Context: an optimization exercise on an open-source flow, tuned for small area, a short achievable clock period and few clock cycles per item. The choices shown serve that exercise and are no tape-out recipe.
Only simulation tests tie the RTL to the original design; equivalence was not proved.

==> flow/design.v (outline; a module is shown in full before it is edited, if it fits) <==
// module value_noise_interpolator: 303 lines
// module vni_tree1: 882 lines
// module vni_tree2: 930 lines
// module vni_tree3: 927 lines
module value_noise_interpolator #(
  parameter int FRAC_BITS      = 16,
  parameter int COS_TABLE_BITS = 8
) (
  input  logic clk_i,
  input  logic rst_ni,
  input  logic                                 s_axis_tvalid,
  output logic                                 s_axis_tready,
  input  logic [((FRAC_BITS + 1 + 7) / 8) * 8 - 1:0] s_axis_tdata,
  input  logic                                 s_axis_tuser,
  output logic                                 m_axis_tvalid,
  input  logic                                 m_axis_tready,
  output logic [((FRAC_BITS + 3 + 7) / 8) * 8 - 1:0] m_axis_tdata,
  input  logic                                 cfg_we_i,
  input  logic [1:0]                           cfg_idx_i,
  input  logic [31:0]                          cfg_data_i
);
  // ...
==> flow/run.sh <==
#!/bin/bash
# synth_recipe.tcl (not shown) runs the flow's synth.tcl, then flattens the netlist and writes it again
# the make line also repeats each setting of config.mk as NAME=value (left out here)
make -C /OpenROAD-flow-scripts/flow DESIGN_CONFIG=/design/flow/config.mk WORK_HOME=/design/flow/orfs CLKGATE_MAP_FILE= SYNTH_SCRIPT=/design/flow/synth_recipe.tcl finish
==> flow/config.mk <==
export PLATFORM = sky130hd
export DESIGN_NAME = value_noise_interpolator
export DESIGN_NICKNAME = value_noise_interpolator
export VERILOG_FILES = /design/flow/design.v
export SDC_FILE = /design/flow/constraint.sdc
export NUM_CORES = 4
export LEC_CHECK = 0
export CAP_MARGIN = 20
export CORE_MARGIN = 2
export CORE_UTILIZATION = 40
export SLEW_MARGIN = 20
==> flow/constraint.sdc <==
create_clock -name core_clock -period 12.0 [get_ports {clk_i}]
set_input_delay 2.4000 -clock core_clock [delete_from_list [all_inputs] [get_ports {clk_i}]]
set_output_delay 2.4000 -clock core_clock [all_outputs]
set_load 0.01 [all_outputs]
==> impl_metrics.py, run 1 <==
metrics = {
    "outcome": {
        "status": "complete, no violations",
    },
    "worst_setup_path": {
        "r2r-end": "q1_q[17]",
        "rrSetupSlack_ps": 4200,
        "path_depth": 25,
        "critPathRequiredTime_ps": 12430,
        "start_kind": "flop",
    },
    "finish": {
        "inv_count": 894,
        "signal_buffers": 124,
        "reg_top3": "g3_q (32), seed_q (32)",
        "regArea_um2": 18790,
        "areaGrowthSynthToFinish_pct": 8.837,
    },
    "synthesis": {
        "synth-simple-area-share": 0.1501,
        "synth_flop_cell": "edfxtp_1",
        "yosys_warnings": 1,
        "netlist_instances": 5918,
        "synth_edf_count": 587,
        "synth-seq-cells": 633,
        "yosys.area.top_type": "edfxtp_1",
    },
    "route": {
        "via_per_inst": 5.238,
        "drc_errors": 0,
        "routed.top_layer": "met4",
        "routed_wl_um": 162800,
        "met3_length_um": 10170,
    },
    "timing": {
        "setup_violations": 0,
        "final-hold-violation-count": 0,
        "hold_ws_ps": 392.8,
        "fin_crit_sh": 0.6500,
    },
    "grt": {
        "met1_usage": 0.2872,
        "antenna_found_initial": 1,
        "top_usage_layer": "met2",
        "grt_use_met2": 0.3540,
        "grt_usage": 0.2145,
    },
    "clocking": {
        "clkTransAtPathRegs_ps": 60,
        "cts_resized": 0,
    },
    "floorplan": {
        "n_tap_cell": 2016,
    },
    "hold_path": {
        "hp-class": "reg2reg",
        "hold-path-cell-count": 0,
    },
    "place": {
        "place_inst": 7783,
    },
}
Testbench counts, summed over its fixed seeds: cycles 5,184, items 4,800.
==> module value_noise_interpolator, before the edit <==
module value_noise_interpolator #(
  parameter int FRAC_BITS      = 16,
  parameter int COS_TABLE_BITS = 8
) (
  input  logic clk_i,
  input  logic rst_ni,
  input  logic                                 s_axis_tvalid,
  output logic                                 s_axis_tready,
  input  logic [((FRAC_BITS + 1 + 7) / 8) * 8 - 1:0] s_axis_tdata,
  input  logic                                 s_axis_tuser,
  output logic                                 m_axis_tvalid,
  input  logic                                 m_axis_tready,
  output logic [((FRAC_BITS + 3 + 7) / 8) * 8 - 1:0] m_axis_tdata,
  input  logic                                 cfg_we_i,
  input  logic [1:0]                           cfg_idx_i,
  input  logic [31:0]                          cfg_data_i
);
  localparam int F       = FRAC_BITS;
  localparam int C       = COS_TABLE_BITS;
  localparam int OW      = F + 3;               
  localparam int OUT_DW  = ((F + 3 + 7) / 8) * 8;
  localparam int TAB_N   = 1 << C;
  localparam int TAB_LEN = TAB_N + 1;
  localparam int K       = 8;                   
  localparam logic [F:0] ONE_P = {1'b1, {F{1'b0}}};
  function automatic logic [TAB_LEN*(F+1)-1:0] build_cos_table();
    logic [TAB_LEN*(F+1)-1:0] tab;
    longint unsigned          theta;
    longint unsigned          term;
    longint                   sum;
    longint                   ent;
    tab = '0;
    for (int k = 0; k <= TAB_N / 2; k++) begin
      theta = (vni_pkg::PI_Q30 * 64'(k)) >> C;
      term  = 64'd1 << 30;
      sum   = 0;
      for (int m = 1; m <= 8; m++) begin
        term = (term * theta) >> 30;
        term = (term * theta) >> 30;
        term = term / 64'((2 * m - 1) * (2 * m));
        if ((m % 2) == 1) begin
          sum = sum + longint'(term);
        end else begin
          sum = sum - longint'(term);
        end
      end
      if (sum < 0) begin
        sum = 0;
      end
      ent = (sum + (longint'(1) << (30 - F))) >>> (31 - F);
      tab[k*(F+1) +: F+1] = (F + 1)'(ent);
    end
    for (int k = TAB_N / 2 + 1; k <= TAB_N; k++) begin
      tab[k*(F+1) +: F+1] = ONE_P - tab[(TAB_N - k)*(F+1) +: F+1];
    end
    build_cos_table = tab;
  endfunction
  localparam logic [TAB_LEN*(F+1)-1:0] COS_TAB = build_cos_table();
  logic [1:0]  mode_q;
  logic        clip_q;
  logic [31:0] seed_q;
  always_ff @(posedge clk_i or negedge rst_ni) begin
    if (!rst_ni) begin
      mode_q <= vni_pkg::RST_INTERP_MODE;
      clip_q <= vni_pkg::RST_CLIP_ENABLE;
      seed_q <= vni_pkg::RST_SEED;
    end else if (cfg_we_i) begin
      unique case (cfg_idx_i)
        vni_pkg::CFG_INTERP_MODE: mode_q <= cfg_data_i[1:0];
        vni_pkg::CFG_CLIP_ENABLE: clip_q <= cfg_data_i[0];
        vni_pkg::CFG_SEED:        seed_q <= cfg_data_i;
        default:                  ;
      endcase
    end
  end
  logic is_cubic, is_cos, is_step;
  assign is_cubic = (mode_q == vni_pkg::MODE_CUBIC);
  assign is_cos   = (mode_q == vni_pkg::MODE_COSINE);
  assign is_step  = (mode_q == vni_pkg::MODE_STEP);
  logic       en_q;              
  logic       fill_q;            
  logic       v0_q, v1_q, vr1_q, vra_q, vr2_q, vrb_q, vr3_q;
  logic [1:0] ocnt_q;            
  logic       push, pop;
  logic [1:0] ocnt_d;
  logic       acc, upd1, do_fill;
  assign s_axis_tready = en_q;
  assign acc           = s_axis_tvalid && en_q;
  assign upd1          = en_q && v0_q;
  assign do_fill       = fill_q || (upd1 && rst0_q);
  assign push          = en_q && vr3_q;
  assign pop           = (ocnt_q != 2'd0) && m_axis_tready;
  assign ocnt_d        = ocnt_q + {1'b0, push} - {1'b0, pop};
  assign m_axis_tvalid = (ocnt_q != 2'd0);
  always_ff @(posedge clk_i or negedge rst_ni) begin
    if (!rst_ni) begin
      en_q   <= 1'b1;
      fill_q <= 1'b1;
      ocnt_q <= 2'd0;
      v0_q   <= 1'b0;
      v1_q   <= 1'b0;
      vr1_q  <= 1'b0;
      vra_q  <= 1'b0;
      vr2_q  <= 1'b0;
      vrb_q  <= 1'b0;
      vr3_q  <= 1'b0;
    end else begin
      fill_q <= 1'b0;
      ocnt_q <= ocnt_d;
      en_q   <= (ocnt_d != 2'd2);
      if (en_q) begin
        v0_q  <= s_axis_tvalid;
        v1_q  <= v0_q;
        vr1_q <= v1_q;
        vra_q <= vr1_q;
        vr2_q <= vra_q;
        vrb_q <= vr2_q;
        vr3_q <= vrb_q;
      end
    end
  end
  logic [F:0] inc0_q;
  logic       rst0_q;
  always_ff @(posedge clk_i) begin
    if (acc) begin
      inc0_q <= (s_axis_tdata[F:0] > ONE_P) ? ONE_P : s_axis_tdata[F:0];
      rst0_q <= s_axis_tuser;
    end
  end
  logic [F-1:0]       w0_q, w1_q, w2_q;
  logic [31:0]        g3_q;
  logic [F-1:0]       t1_q;
  logic [F:0]         tn_q;
  logic signed [17:0] p1_q;
  logic signed [18:0] q1_q;
  logic signed [16:0] r1_q;
  logic [31:0]  fs1, fs2, gsrc, gnext;
  logic [F-1:0] nw0, nw1, nw2, nw3, nt;
  logic         shift;
  assign fs1   = vni_pkg::xorshift32(seed_q);
  assign fs2   = vni_pkg::xorshift32(fs1);
  assign shift = tn_q[F];
  assign gsrc  = do_fill ? fs2 : g3_q;
  assign gnext = vni_pkg::xorshift32(gsrc);
  always_comb begin
    if (do_fill) begin
      nw0 = seed_q[31 -: F];
      nw1 = fs1[31 -: F];
      nw2 = gsrc[31 -: F];
      nw3 = gnext[31 -: F];
      nt  = '0;
    end else if (shift) begin
      nw0 = w1_q;
      nw1 = w2_q;
      nw2 = gsrc[31 -: F];
      nw3 = gnext[31 -: F];
      nt  = tn_q[F-1:0];
    end else begin
      nw0 = w0_q;
      nw1 = w1_q;
      nw2 = w2_q;
      nw3 = g3_q[31 -: F];
      nt  = tn_q[F-1:0];
    end
  end
  logic signed [18:0] nd, ne, np, nq, nr;
  always_comb begin
    nd = 19'(nw0) - 19'(nw1);
    ne = 19'(nw3) - 19'(nw2);
    np = ne - nd;
    nq = (nd <<< 1) - ne;
    if (is_cubic) begin
      nr = 19'(nw2) - 19'(nw0);
    end else if (is_step) begin
      nr = '0;
    end else begin
      nr = 19'(nw2) - 19'(nw1);
    end
  end
  always_ff @(posedge clk_i) begin
    if (do_fill || upd1) begin
      w0_q <= nw0;
      w1_q <= nw1;
      w2_q <= nw2;
      if (do_fill || shift) begin
        g3_q <= gnext;
      end
      t1_q <= nt;
      tn_q <= fill_q && !upd1 ? '0 : ({1'b0, nt} + inc0_q);
      p1_q <= is_cubic ? np[17:0] : '0;
      q1_q <= is_cubic ? nq : '0;
      r1_q <= nr[16:0];
    end
  end
  logic [34:0] t1s, t1c;
  logic [K:0]  lo1;
  vni_tree1 u_tree1 (.x_i(p1_q), .t_i(t1_q), .d_i(q1_q), .s_o(t1s), .c_o(t1c));
  assign lo1 = {1'b0, t1s[K-1:0]} + {1'b0, t1c[K-1:0]};
  logic [34:K]        r1s_q, r1c_q;
  logic               r1k_q;
  logic [F-1:0]       ta_q, w1a_q;
  logic signed [16:0] ra_q;
  always_ff @(posedge clk_i) begin
    if (en_q) begin
      r1s_q <= t1s[34:K];
      r1c_q <= t1c[34:K];
      r1k_q <= lo1[K];
      ta_q  <= t1_q;
      w1a_q <= w1_q;
      ra_q  <= r1_q;
    end
  end
  logic [34:K] sum1;
  assign sum1 = r1s_q + r1c_q + {{(34 - K){1'b0}}, r1k_q};
  logic signed [18:0] a_q;
  logic [F-1:0]       tb_q, w1b_q;
  logic signed [16:0] rb_q;
  always_ff @(posedge clk_i) begin
    if (en_q) begin
      a_q   <= sum1[34:16];
      tb_q  <= ta_q;
      w1b_q <= w1a_q;
      rb_q  <= ra_q;
    end
  end
  logic [34:0] t2s, t2c;
  logic [K:0]  lo2;
  logic [F:0]  cos_w;
  vni_tree2 u_tree2 (.x_i(a_q), .t_i(tb_q), .d_i(rb_q), .s_o(t2s), .c_o(t2c));
  assign lo2   = {1'b0, t2s[K-1:0]} + {1'b0, t2c[K-1:0]};
  assign cos_w = COS_TAB[tb_q[F-1 -: C]*(F+1) +: F+1];
  logic [34:K]  r2s_q, r2c_q;
  logic         r2k_q;
  logic [F-1:0] mc_q, w1c_q;
  always_ff @(posedge clk_i) begin
    if (en_q) begin
      r2s_q <= t2s[34:K];
      r2c_q <= t2c[34:K];
      r2k_q <= lo2[K];
      mc_q  <= is_cos ? cos_w[F-1:0] : tb_q;
      w1c_q <= w1b_q;
    end
  end
  logic [34:K] sum2;
  assign sum2 = r2s_q + r2c_q + {{(34 - K){1'b0}}, r2k_q};
  logic signed [18:0] b_q;
  logic [F-1:0]       md_q, w1d_q;
  always_ff @(posedge clk_i) begin
    if (en_q) begin
      b_q   <= sum2[34:16];
      md_q  <= mc_q;
      w1d_q <= w1c_q;
    end
  end
  logic [35:0] t3s, t3c;
  logic [K:0]  lo3;
  vni_tree3 u_tree3 (.x_i(b_q), .t_i(md_q), .d_i(w1d_q), .s_o(t3s), .c_o(t3c));
  assign lo3 = {1'b0, t3s[K-1:0]} + {1'b0, t3c[K-1:0]};
  logic [35:K] r3s_q, r3c_q;
  logic        r3k_q;
  always_ff @(posedge clk_i) begin
    if (en_q) begin
      r3s_q <= t3s[35:K];
      r3c_q <= t3c[35:K];
      r3k_q <= lo3[K];
    end
  end
  logic [35:K]        sum3;
  logic signed [19:0] v;
  logic signed [19:0] val_clip;
  logic [OW-1:0]      res;
  assign sum3 = r3s_q + r3c_q + {{(35 - K){1'b0}}, r3k_q};
  assign v    = $signed(sum3[35:16]);
  always_comb begin
    val_clip = v;
    if (is_cubic && clip_q) begin
      if (v < 0) begin
        val_clip = '0;
      end else if (v > 20'sd65536) begin
        val_clip = 20'sd65536;
      end
    end
    if (val_clip < -20'sd262144) begin
      res = 19'h40000;
    end else if (val_clip > 20'sd262143) begin
      res = 19'h3ffff;
    end else begin
      res = val_clip[OW-1:0];
    end
  end
  logic [OW-1:0] out_q, skid_q;
  always_ff @(posedge clk_i) begin
    if (pop && ocnt_q == 2'd2) begin
      out_q <= skid_q;
    end else if (push && (ocnt_q == 2'd0 || (ocnt_q == 2'd1 && pop))) begin
      out_q <= res;
    end
    if (push && ((ocnt_q == 2'd1 && !pop) || (ocnt_q == 2'd2 && pop))) begin
      skid_q <= res;
    end
  end
  assign m_axis_tdata = OUT_DW'(out_q);
endmodule
==> inputs of run 2 (changes only) <==
--- a/flow/design.v
+++ b/flow/design.v
@@ -103,4 +103,6 @@
   logic       en_q;              
+  logic       rdy_q;             
+  logic       ovld_q;            
   logic       fill_q;            
-  logic       v0_q, v1_q, vr1_q, vra_q, vr2_q, vrb_q, vr3_q;
+  logic       v0_q, v1_q, vp_q, vr1_q, vra_q, vr2_q, vrb_q, vr3_q;
   logic [1:0] ocnt_q;            
@@ -109,4 +111,4 @@
   logic       acc, upd1, do_fill;
-  assign s_axis_tready = en_q;
-  assign acc           = s_axis_tvalid && en_q;
+  assign s_axis_tready = rdy_q;
+  assign acc           = s_axis_tvalid && rdy_q;
   assign upd1          = en_q && v0_q;
@@ -114,5 +116,5 @@
   assign push          = en_q && vr3_q;
-  assign pop           = (ocnt_q != 2'd0) && m_axis_tready;
+  assign pop           = ovld_q && m_axis_tready;
   assign ocnt_d        = ocnt_q + {1'b0, push} - {1'b0, pop};
-  assign m_axis_tvalid = (ocnt_q != 2'd0);
+  assign m_axis_tvalid = ovld_q;
   always_ff @(posedge clk_i or negedge rst_ni) begin
@@ -120,2 +122,4 @@
       en_q   <= 1'b1;
+      rdy_q  <= 1'b0;
+      ovld_q <= 1'b0;
       fill_q <= 1'b1;
@@ -124,2 +128,3 @@
       v1_q   <= 1'b0;
+      vp_q   <= 1'b0;
       vr1_q  <= 1'b0;
@@ -133,6 +138,9 @@
       en_q   <= (ocnt_d != 2'd2);
+      rdy_q  <= (ocnt_d != 2'd2);
+      ovld_q <= (ocnt_d != 2'd0);
       if (en_q) begin
-        v0_q  <= s_axis_tvalid;
+        v0_q  <= acc;
         v1_q  <= v0_q;
-        vr1_q <= v1_q;
+        vp_q  <= v1_q;
+        vr1_q <= vp_q;
         vra_q <= vr1_q;
@@ -156,5 +164,2 @@
   logic [F:0]         tn_q;
-  logic signed [17:0] p1_q;
-  logic signed [18:0] q1_q;
-  logic signed [16:0] r1_q;
   logic [31:0]  fs1, fs2, gsrc, gnext;
@@ -188,16 +193,2 @@
   end
-  logic signed [18:0] nd, ne, np, nq, nr;
-  always_comb begin
-    nd = 19'(nw0) - 19'(nw1);
-    ne = 19'(nw3) - 19'(nw2);
-    np = ne - nd;
-    nq = (nd <<< 1) - ne;
-    if (is_cubic) begin
-      nr = 19'(nw2) - 19'(nw0);
-    end else if (is_step) begin
-      nr = '0;
-    end else begin
-      nr = 19'(nw2) - 19'(nw1);
-    end
-  end
   always_ff @(posedge clk_i) begin
@@ -212,5 +203,23 @@
       tn_q <= fill_q && !upd1 ? '0 : ({1'b0, nt} + inc0_q);
-      p1_q <= is_cubic ? np[17:0] : '0;
-      q1_q <= is_cubic ? nq : '0;
-      r1_q <= nr[16:0];
+    end
+  end
+  logic signed [18:0] cd, ce, cp, cq, cr;
+  always_comb begin
+    cd = 19'(w0_q) - 19'(w1_q);
+    ce = 19'(g3_q[31 -: F]) - 19'(w2_q);
+    cp = ce - cd;
+    cq = (cd <<< 1) - ce;
+    cr = 19'(w2_q) - 19'(is_cubic ? w0_q : w1_q);
+  end
+  logic signed [17:0] p1_q;
+  logic signed [18:0] q1_q;
+  logic signed [16:0] r1_q;
+  logic [F-1:0]       tp_q, w1p_q;
+  always_ff @(posedge clk_i) begin
+    if (en_q) begin
+      p1_q  <= is_cubic ? cp[17:0] : '0;
+      q1_q  <= is_cubic ? cq : '0;
+      r1_q  <= is_step ? '0 : cr[16:0];
+      tp_q  <= t1_q;
+      w1p_q <= w1_q;
     end
@@ -219,3 +228,3 @@
   logic [K:0]  lo1;
-  vni_tree1 u_tree1 (.x_i(p1_q), .t_i(t1_q), .d_i(q1_q), .s_o(t1s), .c_o(t1c));
+  vni_tree1 u_tree1 (.x_i(p1_q), .t_i(tp_q), .d_i(q1_q), .s_o(t1s), .c_o(t1c));
   assign lo1 = {1'b0, t1s[K-1:0]} + {1'b0, t1c[K-1:0]};
@@ -230,4 +239,4 @@
       r1k_q <= lo1[K];
-      ta_q  <= t1_q;
-      w1a_q <= w1_q;
+      ta_q  <= tp_q;
+      w1a_q <= w1p_q;
       ra_q  <= r1_q;
==> impl_metrics.py, run 2 <==
metrics = {
    "timing": {
        "fin_crit_ps": 5182,
        "fin_tns_setup_ps": 0,
        "finalMaxSlewViolations": 0,
        "fmax_mhz": 193.0,
        "fin_crit_sh": 0.4318,
        "setup_violations": 0,
        "setup_ws_ps": 6818,
        "final-hold-violation-count": 0,
        "rsz0062_at_grt": "false",
        "tightest_slew_ps": 1096,
        "max_slew_margin": 0.2697,
        "skew_ps": 45.89,
    },
    "run": {
        "maxCapViolCount": 0,
    },
    "finish": {
        "postLayoutCoreUtil": 0.4360,
        "reg_top3": "g3_q (32), seed_q (32)",
        "areaGrowthSynthToFinish_pct": 8.495,
        "stdcell_count": 7752,
        "final_cell_mix": "inv_1, fa_1, and2_1",
        "fillCellCount": 14220,
        "final_common_cell": "inv_1",
        "drive_gt1_frac": 0.04640,
        "nets": 6753,
    },
    "worst_setup_path": {
        "r2r_cells": 16,
        "worstSetupPathType": "reg2reg",
        "cp_cell_sequence": "inv_1 -> ha_1 -> nor2b_1 -> o21ai_0 -> a21boi_0 -> o21a_1 -> o311ai_0 -> a31oi_1 -> a41oi_1 -> mux2_2 -> a2111oi_0 -> ha_1 -> nand3_1 -> o2111ai_1 -> a2111oi_0 -> o21ba_2",
        "cp-end-kind": "flop",
        "slowest_stage": "a2111oi_0",
        "crit_path_max_fanout": 5,
        "r2r-start": "w2_q[1]",
        "cp_data_arrival_time_ps": 5720,
        "rrSetupSlack_ps": 6820,
        "critPathRequiredTime_ps": 12530,
        "r2r-end": "q1_q[18]",
        "start_kind": "flop",
        "max_stage_delay_ps": 650,
    },
    "hold_path": {
        "hold-path-cell-count": 0,
        "hold_start": "mc_q[15]",
        "whs_endpoint": "md_q[15]",
        "hp-class": "reg2reg",
    },
    "place": {
        "gp_congestion": 0.8934,
        "place_inst": 7606,
        "pre_cts_ws_ps": 6946,
        "numPortBuffers": 77,
        "hpwl_um": 107600,
    },
    "synthesis": {
        "synth.top_cells.by_count": "inv_1, fa_1, and2_1",
        "async_flop_share": 0.07335,
        "yosys_warnings": 1,
        "ys_types": 92,
        "yosys.area.top_type_share": 0.3095,
        "ys_seq_area_frac": 0.3301,
        "synth-seq-cells": 668,
        "synth_flop_cell": "edfxtp_1",
        "yosysMostFrequentCell": "inv_1",
        "yosys.area.top_type": "edfxtp_1",
        "avgSynthCellArea_um2": 10.45,
        "netlist_area_um2": 60050,
        "synth_edf_count": 619,
        "netlist_instances": 5745,
        "synthTopCellsByArea": "edfxtp_1, fa_1, and2_1, ha_1, inv_1",
    },
    "route": {
        "routed-via-count": 40600,
        "via_per_inst": 5.237,
        "antenna_left": 0,
        "routed_wl_um": 153000,
        "drc_errors": 0,
        "drt-pass1-iter-count": 6,
        "drt_first_iter_violations": 3761,
        "wire_per_inst_um": 19.73,
    },
    "clocking": {
        "clkTransAtPathRegs_ps": 60,
        "post-cts-setup-buffers": 0,
        "clkSinkCount": 668,
        "cts_buffer_depth": 3,
        "cts_resized": 0,
        "postCtsHoldBufs": 0,
        "cts_made_buffers": 78,
        "cts_tree": "done",
        "htree_levels": 3,
        "clock_latency_ps": 700,
        "root_buffer": "clkbuf_16",
    },
    "floorplan": {
        "start_util": 0.4019,
        "chipHeight_um": 391.5,
        "dieArea_um2": 153200,
        "rows": 142,
        "die_x_um": 391.5,
        "coreArea_um2": 149400,
        "io_pins": 90,
    },
    "outcome": {
        "status": "complete, no violations",
    },
    "grt": {
        "grt.overflow.total": 0,
        "grt_usage": 0.2041,
        "grt_pass1_wl_um": 242600,
        "grt_max_degree": 169,
        "grt_pass1_vias": 42600,
        "antenna_found_initial": 2,
    },
}
run 2: changes by cell type after synthesis, moves of 17 or more:
cell | previous run | this run
a21o_1 | 67 | 48
a21oi_1 | 224 | 197
edfxtp_1 | 587 | 619
ha_1 | 286 | 269
mux2i_1 | 55 | 20
nand2_1 | 541 | 508
o21a_1 | 32 | 15
o31ai_1 | 38 | 20
run 2: per-layer routing:
layer / vias up / share of wire / global-route usage
li1: 18460 / - / -
met1: 20560 / 0.44 / 0.2798
met2: 1278 / 0.48 / 0.3372
met3: 298 / 0.055 / 0.02714
met4: 0 / 0.030 / 0.06114
met5: - / 0 / 0
run 2: through the flow:
stage / hold slack (ps) / cell area (um^2)
after global routing: 409.7 / 65140
after global placement: 400.9 / 62670
after detailed placement: 404.5 / 62670
after CTS: 403.4 / 65130
after floorplan: 400.3 / 60070
final: 401.7 / 65150
run 2: logic make-up (layout without fill, tap and decap cells):
| kind of cell | count (synthesis) | count (layout) | synth area share |
|---|---|---|---|
| simple gates | 1748 | 1748 | 0.1484 |
| buf+inv | 1168 | 1151 | 0.07361 |
| compound gates | 773 | 773 | 0.08324 |
| fa+ha+maj | 1019 | 1019 | 0.3061 |
| other cells | 1 | 9 | 0.00006245 |
| mux | 73 | 73 | 0.01440 |
| flops | 668 | 668 | 0.3301 |
| xor+xnor | 295 | 295 | 0.04415 |
run 2: area by class of cell:
class,instances,area (um^2),share of cell area
Clock buffer,105,2116,0.03247
Clock inverter,38,350.3,0.005377
Tap cell,2016,2522,0.03872
Timing Repair Buffer,116,1109,0.01702
Antenna cell,3,7.507,0.0001152
Sequential cell,668,19820,0.3043
Multi-Input combinational cell,3914,35870,0.5506
Inverter,892,3348,0.05139
run 2: worst max path at each step:
stage | startpoint | end | cells after the start
6_report | w2_q[1] | q1_q[18] | 16
2_1_floorplan | en_q | tn_q[16] | 17
4_1_cts | w2_q[1] | q1_q[18] | 16
3_3_place_gp | w2_q[1] | q1_q[18] | 16
5_1_grt | w2_q[1] | q1_q[18] | 16
3_5_place_dp | w2_q[1] | q1_q[18] | 16
run 2: worst max-delay path, delay by kind of cell, from the launching register on:
family | cells | cell delay, ps
AO/OA/AOI/OAI | 10 | 3130
adder cells (fa/ha/maj) | 2 | 670
flip-flops | 1 | 430
multiplexers | 1 | 380
AND/OR/NAND/NOR | 2 | 230
buffers and inverters | 1 | 200
Testbench counts of run 2, summed over its fixed seeds: cycles 5,232, items 4,800.
==> inputs of run 3 (changes only) <==
--- a/flow/design.v
+++ b/flow/design.v
@@ -106,3 +106,3 @@
   logic       fill_q;            
-  logic       v0_q, v1_q, vp_q, vr1_q, vra_q, vr2_q, vrb_q, vr3_q;
+  logic       v1_q, vp_q, vr1_q, vra_q, vr2_q, vrb_q, vr3_q;
   logic [1:0] ocnt_q;            
@@ -113,4 +113,4 @@
   assign acc           = s_axis_tvalid && rdy_q;
-  assign upd1          = en_q && v0_q;
-  assign do_fill       = fill_q || (upd1 && rst0_q);
+  assign upd1          = acc;
+  assign do_fill       = fill_q || (acc && s_axis_tuser);
   assign push          = en_q && vr3_q;
@@ -126,3 +126,2 @@
       ocnt_q <= 2'd0;
-      v0_q   <= 1'b0;
       v1_q   <= 1'b0;
@@ -141,4 +140,3 @@
       if (en_q) begin
-        v0_q  <= acc;
-        v1_q  <= v0_q;
+        v1_q  <= acc;
         vp_q  <= v1_q;
@@ -152,10 +150,4 @@
   end
-  logic [F:0] inc0_q;
-  logic       rst0_q;
-  always_ff @(posedge clk_i) begin
-    if (acc) begin
-      inc0_q <= (s_axis_tdata[F:0] > ONE_P) ? ONE_P : s_axis_tdata[F:0];
-      rst0_q <= s_axis_tuser;
-    end
-  end
+  logic [F:0] inc_in;
+  assign inc_in = (s_axis_tdata[F:0] > ONE_P) ? ONE_P : s_axis_tdata[F:0];
   logic [F-1:0]       w0_q, w1_q, w2_q;
@@ -202,3 +194,3 @@
       t1_q <= nt;
-      tn_q <= fill_q && !upd1 ? '0 : ({1'b0, nt} + inc0_q);
+      tn_q <= fill_q && !upd1 ? '0 : ({1'b0, nt} + inc_in);
     end
==> impl_metrics.py, run 3 <==
metrics = {
    "finish": {
        "diodes": 0,
        "drive_gt1_frac": 0.05051,
        "final_cell_mix": "inv_1, fa_1, and2_1",
        "areaGrowthSynthToFinish_pct": 8.143,
        "final_common_cell": "inv_1",
        "reg_top3": "g3_q (32), seed_q (32)",
        "nets": 6687,
        "stdcell_count": 7592,
    },
    "synthesis": {
        "ys_types": 90,
        "yosys.area.top_type": "edfxtp_1",
        "yosysMostFrequentCell": "inv_1",
        "netlist_area_um2": 59430,
        "synthTopCellsByArea": "edfxtp_1, fa_1, and2_1, ha_1, inv_1",
        "netlist_instances": 5670,
        "synth-seq-cells": 649,
        "synth_flop_cell": "edfxtp_1",
        "synth.top_cells.by_count": "inv_1, fa_1, and2_1",
        "avgSynthCellArea_um2": 10.48,
        "yosys_warnings": 1,
        "async_flop_share": 0.07396,
        "yosys.area.top_type_share": 0.3037,
        "ys_seq_area_frac": 0.3240,
        "synth_edf_count": 601,
    },
    "clocking": {
        "clkTransAtPathRegs_ps": 60,
        "clkSinkCount": 649,
        "cts_tree": "done",
        "post-cts-setup-buffers": 0,
        "cts_made_buffers": 74,
        "cts_buffer_depth": 3,
        "postCtsHoldBufs": 0,
        "cts_resized": 0,
        "clock_latency_ps": 680,
        "htree_levels": 3,
        "root_buffer": "clkbuf_16",
    },
    "route": {
        "drt-pass1-iter-count": 8,
        "drc_errors": 0,
        "routed_wl_um": 152000,
        "via_per_inst": 5.249,
        "routed-via-count": 39850,
        "wire_per_inst_um": 20.03,
        "drt_first_iter_violations": 3046,
        "antenna_left": 0,
    },
    "floorplan": {
        "dieArea_um2": 151700,
        "coreArea_um2": 147700,
        "rows": 141,
        "die_x_um": 389.5,
        "chipHeight_um": 389.5,
        "io_pins": 90,
        "start_util": 0.4025,
    },
    "worst_setup_path": {
        "worstSetupPathType": "in2reg",
        "crit_path_max_fanout": 77,
        "cp_data_arrival_time_ps": 7500,
        "critPathRequiredTime_ps": 12420,
        "slowest_stage": "buf_4",
        "cp_cell_sequence": "clkdlybuf4s50_1 -> nand2_1 -> nand2b_1 -> o21ai_4 -> buf_4 -> and2_1 -> ha_1 -> inv_1 -> fa_1 -> nor2b_1 -> o21ai_0 -> a21boi_0 -> o21ai_0 -> a21boi_0 -> o2111ai_1 -> a311oi_1 -> o21ai_0 -> a311o_1",
        "cpMostUsedCell": "o21ai_0",
        "max_stage_delay_ps": 630,
        "cp-end-kind": "flop",
        "start_kind": "primary input",
    },
    "timing": {
        "skew_ps": 39.33,
        "max_slew_margin": 0.2378,
        "final-hold-violation-count": 0,
        "setup_violations": 0,
        "tightest_slew_ps": 1139,
        "fin_tns_setup_ps": 0,
        "finalMaxSlewViolations": 0,
        "hold_ws_ps": 405.6,
        "fin_crit_sh": 0.5896,
        "fmax_mhz": 141.3,
        "rsz0062_at_grt": "false",
        "fin_crit_ps": 7075,
    },
    "run": {
        "maxCapViolCount": 0,
    },
    "grt": {
        "antenna_found_initial": 4,
        "grt_max_degree": 169,
        "grt_pass1_wl_um": 240900,
        "grt_usage": 0.2041,
        "grt.overflow.total": 0,
        "grt_pass1_vias": 41940,
    },
    "place": {
        "place_inst": 7458,
        "numPortBuffers": 77,
        "gp_congestion": 0.9318,
        "hpwl_um": 110600,
    },
    "hold_path": {
        "hp-class": "reg2reg",
    },
    "outcome": {
        "status": "complete, no violations",
    },
}
-- run 3: cell count changes after synthesis, moves of 13 or more --
cell,before,now
nand2_1,508,482
xnor2_1,190,169
nand3_1,63,44
edfxtp_1,619,601
inv_1,892,876
o21a_1,15,30
mux2_2,47,61
xor2_1,96,110
clkbuf_1,231,218
or3_1,22,9
-- run 3: kinds of logic (layout without fill, tap and decap cells) --
kind of cell | after synthesis | count (layout) | share of synthesized area
AOI/OAI and AO/OA | 760 | 760 | 0.08362
xor gates and xnor gates | 293 | 293 | 0.04505
adders and majority gates | 1019 | 1019 | 0.3093
buffers and inverters | 1146 | 1133 | 0.07329
DFF | 649 | 649 | 0.3240
muxes | 91 | 91 | 0.01787
other | 1 | 6 | 0.00006310
and+or+nand+nor | 1711 | 1711 | 0.1468
-- run 3: final cells by class --
class / count / area (um^2)
multi-input combinational: 3880 / 35870
inverter: 880 / 3303
timing repair buffer: 119 / 1106
sequential: 649 / 19260
fill: 13980 / 83390
clock buffer: 86 / 1918
tap: 1930 / 2415
clock inverter: 48 / 399.1
-- run 3: final timing paths --
path | start | endpoint | slack, ps | cells past startpoint
max | s_axis_tvalid | tn_q[16] | 4930 | 18
min | w1c_q[10] | w1d_q[10] | 410 | 0
max reg2reg | rdy_q | tn_q[16] | 6920 | 17
min reg2reg | w1c_q[10] | w1d_q[10] | 410 | 0
max in group asynchronous | rst_ni | clip_q | 9520 | 2
min in group asynchronous | rst_ni | seed_q[16] | 1910 | 2
-- run 3: stage by stage --
stage / utilization / area, um^2 / setup WS [ps]
after floorplan: - / 59450 / 4428
after global placement: 0.4195 / 61940 / 4292
after detailed placement: 0.4195 / 61940 / 4308
after CTS: 0.4352 / 64260 / 5030
after global routing: 0.4352 / 64270 / 4501
final: 0.4352 / 64270 / 4925
-- run 3: critical path, delay by kind of cell --
family / cells / cell delay, ps
AOI/OAI and AO/OA: 9 / 2060
buffers and inverters: 3 / 1270
and+or+nand+nor: 4 / 1150
adders and majority gates: 2 / 580
-- run 3: metal layers --
metal	vias to the layer above	global-route usage	routed length, um
li1	18250	-	-
met1	20010	0.2717	65030
met2	1294	0.3399	72450
met3	283	0.03361	9728
met4	6	0.06610	4800
met5	-	0	36
Testbench counts of run 3, summed over its fixed seeds: cycles 5,184, items 4,800.

afterwards: timing with drivers on the ports:
The results above use ideal ports. As a check the final layouts listed here were re-extracted and re-timed, cells and wires unchanged.
Step 1 assumes that a clkbuf_16 drives the clock port and a buf_2 every other input.
Step 2, shift: input delay + t, output delay - t, t = (earliest + latest rising clock arrival at the registers) / 2. This alone moves slack from input paths to output paths.
a / b / c = ideal ports / drivers / drivers and shift; a / b = the first two.
run | t, ns | setup slack, ns | latest minus earliest clock arrival (ns) | worst register clock-pin slew, ns | pins driven straight from the clock port
run 1 | 0.754 | 4.201 / 4.201 / 4.201 | 0.050 / 0.050 | 0.07 / 0.07 | 1
run 2 | 0.744 | 6.818 / 6.818 / 6.818 | 0.055 / 0.055 | 0.07 / 0.07 | 1
run 3 | 0.738 | 4.925 / 4.982 / 4.244 | 0.050 / 0.050 | 0.06 / 0.06 | 1
After both steps setup and hold are still met in every run listed. The setup slack of run 3, which loses most, moves by +0.057 ns with the drivers and by -0.681 ns with both steps.
